Source: an optimization exercise on an open RTL-to-GDS flow (aim: small area). Production flows keep margins and buffers that such runs may drop. In this exercise RTL edits were held to simulation tests only and were not proved equivalent to the original. Power and IR drop assume default switching activity.

==> flow/design.v <==
`timescale 1ns/1ns
`default_nettype none
module xgmii_pktgen (
    input  wire logic        Clk,
    input  wire logic        Reset,
    input  wire logic        gen_en,
    input  wire logic [31:0] gen_num,
    input  wire logic [15:0] idle_len,
    input  wire logic [15:0] cfg_len,
    input  wire logic [47:0] cfg_dmac,
    input  wire logic [47:0] cfg_smac,
    input  wire logic [31:0] cfg_dip,
    input  wire logic [31:0] cfg_sip,
    input  wire logic [15:0] cfg_dp,
    input  wire logic [15:0] cfg_sp,
    input  wire logic [6:0]  cfg_mode,
    output logic      [63:0] txd,
    output logic      [7:0]  txc,
    output wire logic        tx_done
);
    logic q_idle, q_pre, q_sof, q_w0, q_w1, q_w2, q_w3, q_w4, q_pay, q_gap;
    logic        fresh;
    logic [31:0] k;
    logic [10:0] ll;
    logic [15:0] cnt;
    logic        eofr;
    logic        termr;
    logic [2:0]  modr;
    logic        c_smac, c_dip;
    logic        eqr;
    logic [31:0] k_inc;
    logic [10:0] ll_inc;
    logic [15:0] cnt_inc;
    logic        start_ok;
    logic        fs;
    logic [10:0] lm1;
    logic        last_next;
    assign cnt_inc  = cnt + 16'd1;
    assign start_ok = gen_en && (fresh || (gen_num == 32'd0) || !eqr);
    assign fs       = q_idle && start_ok;
    assign tx_done  = q_idle && !start_ok;
    assign lm1       = cfg_mode[6] ? ll : (cfg_len[10:0] - 11'd1);
    assign last_next = q_pay && (cnt_inc[7:0] == lm1[10:3]);
    always_ff @(posedge Clk or posedge Reset) begin
        if (Reset) begin
            q_idle <= 1'b1;
            q_pre  <= 1'b0;
            q_sof  <= 1'b0;
            q_w0   <= 1'b0;
            q_w1   <= 1'b0;
            q_w2   <= 1'b0;
            q_w3   <= 1'b0;
            q_w4   <= 1'b0;
            q_pay  <= 1'b0;
            q_gap  <= 1'b0;
            fresh  <= 1'b1;
            eofr   <= 1'b0;
            termr  <= 1'b0;
        end else begin
            eofr  <= last_next;
            termr <= eofr && (modr == 3'd0);
            if (!gen_en) begin
                fresh <= 1'b1;
            end else if (q_pre) begin
                fresh <= 1'b0;
            end
            q_idle <= (q_idle && !start_ok) || (last_next && (idle_len == 16'd0))
                   || (q_gap && (eofr ? (idle_len == 16'd1) : (cnt == idle_len)));
            q_pre  <= fs;
            q_sof  <= q_pre;
            q_w0   <= q_sof;
            q_w1   <= q_w0;
            q_w2   <= q_w1;
            q_w3   <= q_w2;
            q_w4   <= q_w3;
            q_pay  <= q_w4 || (q_pay && !last_next);
            q_gap  <= (last_next && (idle_len != 16'd0))
                   || (q_gap && !(eofr ? (idle_len == 16'd1) : (cnt == idle_len)));
        end
    end
    always_ff @(posedge Clk) begin
        if (q_pre) begin
            k  <= fresh ? 32'd0 : k_inc;
            ll <= (fresh || (ll == 11'd2047)) ? 11'd63 : ll_inc;
        end
        modr <= lm1[2:0] + 3'd1;
        if (q_sof) begin
            cnt <= 16'd0;
        end else if (q_gap && eofr) begin
            cnt <= 16'd2;
        end else begin
            cnt <= cnt_inc;
        end
    end
    logic s0, s1, s2, s3, s4, sp, si, spl;
    logic [15:0] kH, kL;
    logic [15:0] xH, xM, xL, yH, yM, yL, sH, sM, sL;
    logic        xLM, yLM, xMH, cLM, cMH, cH;
    logic [15:0] xB, yB, sB, oB;
    logic        cB, cBo;
    logic [63:0] word;
    assign sp  = q_sof;
    assign si  = q_pre;
    assign s0  = q_w0;
    assign s1  = q_w1;
    assign s2  = q_w2;
    assign s3  = q_w3;
    assign s4  = q_w4;
    assign spl = !(s0 || s1 || s2 || s3 || s4 || sp);
    assign kH  = k[31:16];
    assign kL  = k[15:0];
    always_comb begin
        xH = ({16{s0}} & cfg_dmac[47:32])       | ({16{s1 || sp}} & cfg_smac[31:16])
           | ({16{s2}} & {5'd0, lm1})           | ({16{s4}} & cfg_dip[15:0]);
        xM = ({16{s0}} & cfg_dmac[31:16])       | ({16{s1 || sp}} & cfg_smac[15:0])
           | ({16{s3}} & cfg_sip[31:16])        | ({16{s4}} & cfg_sp);
        xL = ({16{s0}} & cfg_dmac[15:0])        | ({16{s1}} & 16'h0800)
           | ({16{s2}} & 16'h4000)              | ({16{s3}} & cfg_sip[15:0])
           | ({16{s4}} & cfg_dp)                | ({16{sp}} & kL)
           | ({16{si}} & {5'd0, ll});
        yH = ({16{(s1 || sp) && cfg_mode[4]}} & kH) | ({16{s2}} & 16'hFFEF)
           | ({16{s4 && cfg_mode[3]}} & kL)         | ({16{spl}} & kH);
        yM = ({16{s0 && cfg_mode[5]}} & kH)         | ({16{(s1 || sp) && cfg_mode[4]}} & kL)
           | ({16{s3 && cfg_mode[2]}} & kH)         | ({16{s4 && cfg_mode[0]}} & kL)
           | ({16{spl}} & kL);
        yL = ({16{s0 && cfg_mode[5]}} & kL)         | ({16{s3 && cfg_mode[2]}} & kL)
           | ({16{s4 && cfg_mode[1]}} & kL)         | ({16{sp}} & ~gen_num[15:0]);
    end
    assign xLM = !(s4 || sp);
    assign yLM = si;
    assign xMH = !(s2 || s3 || s4);
    bk_add #(.N(50), .T(32)) u_add (
        .a  ({xH, xMH, xM, xLM, xL}),
        .b  ({yH, 1'b0, yM, yLM, yL}),
        .ci (si || sp),
        .s  ({sH, cMH, sM, cLM, sL}),
        .co (cH)
    );
    assign xB = ({16{s0}} & cfg_smac[47:32]) | ({16{s3}} & cfg_dip[31:16])
              | ({16{sp}} & kH)              | ({16{s2}} & cfg_dip[15:0]);
    assign yB = ({16{s3 && cfg_mode[3]}} & kH) | ({16{sp}} & ~gen_num[31:16])
              | ({16{s2 && cfg_mode[3]}} & kL);
    assign cB = s0 ? c_smac : (s3 ? c_dip : (sp && (&kL)));
    bk_add #(.N(16), .T(8)) u_addb (
        .a  (xB),
        .b  (yB),
        .ci (cB),
        .s  (sB),
        .co (cBo)
    );
    always_comb begin
        if (s0 || s3)  oB = sB;
        else if (s1)   oB = 16'h4500;
        else if (s2)   oB = 16'h4006;
        else if (s4)   oB = 16'h0004;
        else           oB = cnt;
    end
    assign word   = {sH, sM, sL, oB};
    assign k_inc  = {sH, sM};
    assign ll_inc = sL[10:0];
    always_ff @(posedge Clk) begin
        if (sp) begin
            eqr    <= (&sB) && (&sL);
        end
        c_smac <= cH;
        c_dip  <= cBo;
    end
    always_comb begin
        txd = {8{8'h07}};
        txc = 8'hFF;
        if (q_sof) begin
            txd = {8'hD5, {6{8'h55}}, 8'hFB};
            txc = 8'h01;
        end else if (q_w0 || q_w1 || q_w2 || q_w3 || q_w4 || q_pay || eofr) begin
            txc = 8'h00;
            for (int j = 0; j < 8; j++) begin
                txd[8*j +: 8] = word[63-8*j -: 8];
            end
            if (eofr && (modr != 3'd0)) begin
                txc = 8'hFF << modr;
                for (int j = 0; j < 8; j++) begin
                    if (j == int'(modr)) begin
                        txd[8*j +: 8] = 8'hFD;
                    end else if (j > int'(modr)) begin
                        txd[8*j +: 8] = 8'h07;
                    end
                end
            end
        end else if (termr) begin
            txd = {{7{8'h07}}, 8'hFD};
        end
    end
endmodule
module bk_add #(
    parameter int N = 16,
    parameter int T = 8
) (
    input  wire logic [N-1:0] a,
    input  wire logic [N-1:0] b,
    input  wire logic         ci,
    output logic      [N-1:0] s,
    output logic              co
);
    logic [N-1:0] g, p, gg, pp;
    logic [N:0]   c;
    always_comb begin
        g  = a & b;
        p  = a ^ b;
        gg = g;
        pp = p;
        for (int l = 1; l < N; l = l * 2) begin
            for (int i = 2 * l - 1; i < N; i = i + 2 * l) begin
                gg[i] = gg[i] | (pp[i] & gg[i - l]);
                pp[i] = pp[i] & pp[i - l];
            end
        end
        for (int l = T; l >= 1; l = l / 2) begin
            for (int i = 3 * l - 1; i < N; i = i + 2 * l) begin
                if (((i + 1) % (2 * l)) != 0) begin
                    gg[i] = gg[i] | (pp[i] & gg[i - l]);
                    pp[i] = pp[i] & pp[i - l];
                end
            end
        end
        c[0] = ci;
        for (int i = 0; i < N; i++) begin
            c[i + 1] = gg[i] | (pp[i] & ci);
        end
        s  = p ^ c[N-1:0];
        co = c[N];
    end
endmodule
`default_nettype wire
clock: 6.4 ns
lec_check: 0
cap_margin: 20
core_margin: 2
core_utilization: 60
cts_buf_list: sky130_fd_sc_hd__clkbuf_8
cts_cluster_size: 25
place_density: 0.72
slew_margin: 20
standard.sh (not shown) runs the stock make flow with config.mk's settings and CLKGATE_MAP_FILE= SYNTH_SCRIPT=/design/flow/synth_recipe.tcl, a recipe that flattens the netlist after the stock synthesis.
==> flow/flow/run.sh <==
#!/bin/bash
# The standard layout (the standard.sh, ORFS synthesis to final), with
# two ORFS options set: every input and output port is still buffered, but
# by the smallest buffer cell instead of the one buffer_ports picks by
# default; and clock tree synthesis runs with its usual arguments (plus the
# buffer list and cluster size from config.mk) but adds no dummy loads.
# make's own output goes to flow_make.log; each ORFS step logs to
# orfs/logs/ as usual.
set -euo pipefail
bash standard.sh \
  "BUFFER_PORTS_ARGS=-buffer_cell sky130_fd_sc_hd__buf_1" \
  "CTS_ARGS=-sink_clustering_enable -repair_clock_nets -sink_clustering_size 25 -buf_list sky130_fd_sc_hd__clkbuf_8 -dont_use_dummy_load" \
  finish > flow_make.log 2>&1
The first run completed without violations.
Next try:
==> flow/flow/run.sh (replaced) <==
#!/bin/bash
# The standard layout (the standard.sh, ORFS synthesis to final), with
# every input and output port still buffered, but by the smallest buffer
# cell instead of the one buffer_ports picks by default. make's own output
# goes to flow_make.log; each ORFS step logs to orfs/logs/ as usual.
set -euo pipefail
bash standard.sh "BUFFER_PORTS_ARGS=-buffer_cell sky130_fd_sc_hd__buf_1" finish > flow_make.log 2>&1
Outcome: The changed run completed with no timing, DRC or antenna violations. Routed wire length hardly moves. Final cell count rose slightly. Clock power rose by a quarter to a third. Synthesized cell count stays the same.

==> static timing again, ports no longer ideal <==
The results above use ideal ports. As a check the final layouts listed here were re-extracted and re-timed, cells and wires unchanged.
Step 1 assumes that a clkbuf_16 drives the clock port and a buf_2 every other input.
Step 2 times the ports against the registers' clock, not the clock port: input delays grow and output delays shrink by t, the midpoint of the rising clock arrivals with the driver on.
Three values: no drivers, after step 1, after step 2; two values: the first two.
run	shift t [ns]	setup WS [ns]	slew at the worst register clock pin (ns)	worst slew at a driven data input, ns	cell pins on the clock port's net
the first run	0.426	0.140 / 0.114 / 0.116	0.10 / 0.10	0.09	1
the second run	0.440	0.165 / 0.142 / 0.142	0.11 / 0.11	0.08	1
After both steps setup and hold are still met in every run listed. For the first run, which loses most, drivers alone change the setup slack by -0.026 ns; drivers and shift together by -0.024 ns.
